What follows belongs to an exercise in optimizing a design on an open flow for small area and a short achievable clock period; a production flow would make more cautious choices.
Function was checked by simulation only, so behaviour that the tests miss may differ from the original.
Power is estimated from default activity; no workload was simulated.

==> flow/design.v (excerpt) <==
module vc_input_buffer #(
    parameter int FLIT_WIDTH = 64,
    parameter int DEPTH      = 16,
    parameter int NUM_VC     = 2,
    parameter int OFF_THRESH = DEPTH - 2,
    parameter int ON_THRESH  = 2,
    localparam int VC_W      = (NUM_VC > 1) ? $clog2(NUM_VC) : 1,
    localparam int CNT_W     = $clog2(DEPTH + 1)
) (
    input  logic                    clk,
    input  logic                    rst,
    input  logic [FLIT_WIDTH-1:0]   flit_in,
    input  logic                    push,
    input  logic [VC_W-1:0]         push_vc,
    input  logic                    pop,
    input  logic [VC_W-1:0]         pop_vc,
    input  logic                    err_clr,
    output logic [FLIT_WIDTH-1:0]   flit_o,
    output logic [NUM_VC-1:0]       full,
    output logic [NUM_VC-1:0]       empty,
    output logic [NUM_VC-1:0]       vc_on,
    output logic [NUM_VC*CNT_W-1:0] count,
    output logic [NUM_VC-1:0]       overflow_err,
    output logic [NUM_VC-1:0]       underflow_err
);
    localparam int BDEPTH = DEPTH - 1;    
    localparam logic [CNT_W-1:0] C_DEPTH = CNT_W'(DEPTH);
    localparam logic [CNT_W-1:0] C_OFF   = CNT_W'(OFF_THRESH);
    localparam logic [CNT_W-1:0] C_ON    = CNT_W'(ON_THRESH);
    logic [FLIT_WIDTH-1:0] w_head [NUM_VC];
    for (genvar v = 0; v < NUM_VC; v++) begin : g_vc
        logic [FLIT_WIDTH-1:0] r_mem [BDEPTH];
        logic [FLIT_WIDTH-1:0] r_head;
        logic [BDEPTH-1:0]     r_wr_oh;    
        logic [BDEPTH-1:0]     r_rd_oh;    
        logic [CNT_W-1:0]      r_count;
  ...
export LEC_CHECK = 0
export CAP_MARGIN = 20
export CORE_MARGIN = 2
export CORE_UTILIZATION = 55
export SETUP_SLACK_MARGIN = 1.8
export SLEW_MARGIN = 20
export SYNTH_HIERARCHICAL = 1
create_clock -name core_clock -period 4.2 [get_ports {clk}]
run.sh (not shown) runs the stock make flow with config.mk's settings and CLKGATE_MAP_FILE= SYNTH_SCRIPT=/design/flow/synth_recipe.tcl, a recipe that flattens the netlist after the stock synthesis.
Change:
- CTS_CLUSTER_SIZE: unset -> 24
Power is about the same. Die area is unchanged. Wire length is about the same. Core utilization barely changes. Clock power hardly moves. Final cell count stays flat. Clock-buffer cell count went up by 2. Worst hold slack barely changes. Global-route usage barely changes. Synthesized area does not change. Sequential cell count does not change.

---

Setup of old:
vc_input_buffer, a different RTL version from the one above (not shown whole).
Size in the first run: ~2100 flip-flops, roughly 160 I/O pins, about 77000 sq um of cells after synthesis.
==> flow/design.v (excerpt) <==
module vc_input_buffer #(
    parameter int FLIT_WIDTH = 64,
    parameter int DEPTH      = 16,
    parameter int NUM_VC     = 2,
    parameter int OFF_THRESH = DEPTH - 2,
    parameter int ON_THRESH  = 2,
    localparam int VC_W      = (NUM_VC > 1) ? $clog2(NUM_VC) : 1,
    localparam int CNT_W     = $clog2(DEPTH + 1)
) (
    input  logic                    clk,
    input  logic                    rst,
    input  logic [FLIT_WIDTH-1:0]   flit_in,
    input  logic                    push,
    input  logic [VC_W-1:0]         push_vc,
    input  logic                    pop,
    input  logic [VC_W-1:0]         pop_vc,
    input  logic                    err_clr,
    output logic [FLIT_WIDTH-1:0]   flit_o,
    output logic [NUM_VC-1:0]       full,
    output logic [NUM_VC-1:0]       empty,
    output logic [NUM_VC-1:0]       vc_on,
    output logic [NUM_VC*CNT_W-1:0] count,
    output logic [NUM_VC-1:0]       overflow_err,
    output logic [NUM_VC-1:0]       underflow_err
);
export LEC_CHECK = 0
export CAP_MARGIN = 20
export CORE_MARGIN = 2
export CORE_UTILIZATION = 55
export CTS_BUF_LIST = sky130_fd_sc_hd__clkbuf_8
export CTS_CLUSTER_SIZE = 20
export SETUP_SLACK_MARGIN = 1.6
export SLEW_MARGIN = 20
create_clock -name core_clock -period 4.2 [get_ports {clk}]
What new does differently from old at the input level:
Settings: CTS_CLUSTER_SIZE changed from 20 to 12; CTS_BUF_LIST changed from sky130_fd_sc_hd__clkbuf_8 to sky130_fd_sc_hd__clkbuf_4.
### Flow results
new closes out successfully: all stages finished, all timing, DRC and antenna checks passed.
Final critical-path required period for new is higher than for old.
Against old as the reference, new delivers a higher cell area.
When new is measured against old, its final instance count without filler cells turns out 4.4% higher.
Relative to old, the number of fillers in the final layout measured on new has increased slightly.

---

== v9 ==
Another version of the RTL of vc_input_buffer (not shown whole).
For scale: roughly 160 I/O pins, ~74000 µm² of cells after synthesis.
Settings: LEC_CHECK=0, CAP_MARGIN=20, CORE_MARGIN=2, CORE_UTILIZATION=55, CTS_CLUSTER_DIAMETER=100, CTS_CLUSTER_SIZE=26, SETUP_SLACK_MARGIN=1.9, SLEW_MARGIN=20, SYNTH_HIERARCHICAL=1, TNS_END_PERCENT=10; clock period 4.2 ns.
v9 | stages: all done | timing, DRC, antenna: all pass
Inputs modified between v9 and v28:
--- a/flow/config.mk
+++ b/flow/config.mk
@@ -9,8 +9,7 @@
 export CORE_MARGIN = 2
 export CORE_UTILIZATION = 55
-export CTS_CLUSTER_DIAMETER = 100
-export CTS_CLUSTER_SIZE = 26
+export CTS_CLUSTER_DIAMETER = 80
+export CTS_CLUSTER_SIZE = 24
 export SETUP_SLACK_MARGIN = 1.9
 export SLEW_MARGIN = 20
 export SYNTH_HIERARCHICAL = 1
-export TNS_END_PERCENT = 10
Findings:
There was hardly any difference in worst hold slack between v9 and v28. v9 leaves more setup margin than v28. On depth of the CTS H-tree, v9 tracks v28 almost exactly. v28 vs. v9: aggregate negative setup slack stayed essentially flat, cell count rose by 0.78%. v28 vs. v9: share of final layout cell area taken by non-clock buffers went up by 0.67 points; average wire length per cell after detail routing went up; routed wire length now larger.
Edits applied to the flow inputs when going from v28 to v8:
--- a/flow/config.mk
+++ b/flow/config.mk
@@ -9,6 +9,6 @@
 export CORE_MARGIN = 2
 export CORE_UTILIZATION = 55
-export CTS_CLUSTER_DIAMETER = 80
-export CTS_CLUSTER_SIZE = 24
+export CTS_CLUSTER_DIAMETER = 100
+export CTS_CLUSTER_SIZE = 30
 export SETUP_SLACK_MARGIN = 1.9
 export SLEW_MARGIN = 20
--- outcome ---
- Re number of stages on the worst setup path: v28 was lower than v8.
- When the final numbers for v28 and v8 were put side by side, the final clock period utilization by the worst path turned out to be greater in v28.
- v8 ended up with a higher clock input transition at the sequential cells of the worst setup and hold paths than v28 did.
- Compare v28 and v8 | hold slack higher: v8
- v8 vs. v28: switching power of the nets saw a decrease; layout-stage area growth over the synthesis result saw a decrease.
[inputs] v13 vs v8
==> flow/flow/run.sh (new file) <==
#!/bin/bash
set -e
cp standard.sh standard_sh_copy.log
cp config.mk config_mk_copy.log
export IO_CONSTRAINTS=$PWD/flow/io.tcl
bash standard.sh > standard.log 2>&1
==> flow/flow/io.tcl (new file) <==
# Keep the head-flit outputs and their select together on one edge.
set_io_pin_constraint -group -order -region left:* -pin_names {flit_o[0] flit_o[1] flit_o[2] flit_o[3] flit_o[4] flit_o[5] flit_o[6] flit_o[7] flit_o[8] flit_o[9] flit_o[10] flit_o[11] flit_o[12] flit_o[13] flit_o[14] flit_o[15] flit_o[16] flit_o[17] flit_o[18] flit_o[19] flit_o[20] flit_o[21] flit_o[22] flit_o[23] flit_o[24] flit_o[25] flit_o[26] flit_o[27] flit_o[28] flit_o[29] flit_o[30] flit_o[31] pop_vc[0] flit_o[32] flit_o[33] flit_o[34] flit_o[35] flit_o[36] flit_o[37] flit_o[38] flit_o[39] flit_o[40] flit_o[41] flit_o[42] flit_o[43] flit_o[44] flit_o[45] flit_o[46] flit_o[47] flit_o[48] flit_o[49] flit_o[50] flit_o[51] flit_o[52] flit_o[53] flit_o[54] flit_o[55] flit_o[56] flit_o[57] flit_o[58] flit_o[59] flit_o[60] flit_o[61] flit_o[62] flit_o[63]}
==> flow/standard.sh (new file) <==
#!/bin/bash
# synth_recipe.tcl (not shown) runs the flow's synth.tcl, then flattens the netlist and writes it again
# the make line also repeats each setting of config.mk as NAME=value (left out here)
make -C /OpenROAD-flow-scripts/flow DESIGN_CONFIG=/design/flow/config.mk WORK_HOME=/design/flow/orfs CLKGATE_MAP_FILE= SYNTH_SCRIPT=/design/flow/synth_recipe.tcl "${@:-finish}"
--- a/flow/config.mk
+++ b/flow/config.mk
@@ -9,6 +9,4 @@
 export CORE_MARGIN = 2
 export CORE_UTILIZATION = 55
-export CTS_CLUSTER_DIAMETER = 100
-export CTS_CLUSTER_SIZE = 30
 export SETUP_SLACK_MARGIN = 1.9
 export SLEW_MARGIN = 20
removed: flow/run.sh
- Relative to v8, the buffer count excluding the clock tree in the final layout measured on v13 has decreased slightly.
- Min peak fanout along the critical path across v13 and v8: v8
- Total design power deteriorates in v13 relative to v8.
- v8 vs v13, endpoint of the worst setup timing path: flit_o[9] vs flit_o[48]

---

== run A ==
vc_input_buffer again, from the RTL that the note above started with.
clock: 4.2 ns
lec_check: 0
cap_margin: 20
core_margin: 2
core_utilization: 55
cts_cluster_diameter: 100
cts_cluster_size: 26
setup_slack_margin: 1.6
slew_margin: 20
synth_hierarchical: 1
tns_end_percent: 10
Stock flow here: none of the scripts above is used.
[inputs] run B vs run A
- CTS_CLUSTER_SIZE no longer set, was 26
- CTS_CLUSTER_DIAMETER no longer set, was 100
- TNS_END_PERCENT no longer set, was 10
- SETUP_SLACK_MARGIN now 1.9, was 1.6
### Flow results
- Wire length of the first global-routing pass sits higher in run B than in run A.
- Run B vs run A — period utilization dropped 2.7 points.
- Compared with run A, run B shows a worst hold slack that is 0.13 ns lower.
- Compared with run A, run B shows final period demand of the worst path lower by 0.11 ns.
- In the tables for run B and run A, post-synthesis to final-layout area growth reads higher with run B.
- Run B -> run A: cell area after synthesis delta 0, exact match
- Run B vs run A on slack of the worst reg-to-reg path: run B is the higher one.
- Sum of internal, switching and leakage power (run A / run B): 0.800
- Taking run A as the reference, in run B global routing usage on met2 went up 1.2 points; clock latency at the later pin of the worst-skew pair went up 0.09 ns; non-clock buffer instance count of the final layout went up about 16%.
What run C does differently from run B at the input level:
- CORE_UTILIZATION now 65, was 55
[summary]
- Run C completed end to end with timing, DRC and antenna clean.
- In terms of sequential standard cell area, run C and run B differ only marginally.
- Initial core utilization (lower): run B
- Wire length on met3, run B and run C: larger value in run C
- Number of fillers in the final layout, run B and run C: lower on run C
- Count of cells resized by post-cts repair ended up about 0.9% lower on run C than on run B.
- Run C vs run B: power of the combinational group down
- For the initial antenna violation count, run C came in 2 lower than run B did.
- Run C vs. run B: multi-input combinational cell area decreased by 110 sq um relative to the old numbers, clock network power share closely matched the old numbers.
Inputs modified between run C and run D:
- CORE_UTILIZATION: 65 -> 55
- CTS_CLUSTER_SIZE: unset -> 26
- SETUP_SLACK_MARGIN: 1.9 -> 1.6
- CTS_CLUSTER_DIAMETER: unset -> 100
Notes after the runs:
Summary of run D over run C: total power shows a reduction of 20%; number of antenna repair diodes shows an increase of 1; met3 capacity usage during global routing shows a reduction of 6.8 points.
What run C reported for number of placement rows has to be multiplied by 1.08 to get the figure for run D.
Run D does better than run C on time the final worst path needs with I/O delays and setup.

## port drivers added, routing unchanged
The flow's constraints put no driver on any port. The routed layouts listed below were extracted and timed again, unchanged, in two steps. Step 1: set_driving_cell puts a clkbuf_16 on clk and a buf_2 on each other input, an assumption about the parent block. Step 2 times the ports against the registers' clock, not the clock port: input delays grow and output delays shrink by t, the midpoint of the rising clock arrivals with the driver on. Three values: no drivers, after step 1, after step 2; two values: the first two.
run	t (ns)	setup WS [ns]	worst register clock-pin slew, ns
the first run of note 1	0.915	1.507 / 1.216 / 0.916	0.07 / 0.07
the second run of note 1	0.913	1.510 / 1.214 / 0.939	0.07 / 0.07
old	1.091	1.268 / 1.185 / 0.684	0.07 / 0.07
new	1.355	0.976 / 0.897 / 0.665	0.08 / 0.08
v9	0.827	1.528 / 1.173 / 0.642	0.11 / 0.11
v28	0.843	1.519 / 1.171 / 0.606	0.11 / 0.11
v8	0.822	1.535 / 1.186 / 0.703	0.12 / 0.12
v13	0.908	1.523 / 1.279 / 0.820	0.07 / 0.07
run A	0.837	1.428 / 1.110 / 0.617	0.11 / 0.11
run B	0.912	1.541 / 1.221 / 0.526	0.07 / 0.07
run C	0.910	1.427 / 1.342 / 0.853	0.07 / 0.07
run D	0.837	1.491 / 1.151 / 0.501	0.11 / 0.11
After both steps setup and hold are still met in every run listed. For run B, which loses most, drivers alone change the setup slack by -0.320 ns; drivers and shift together by -1.015 ns.
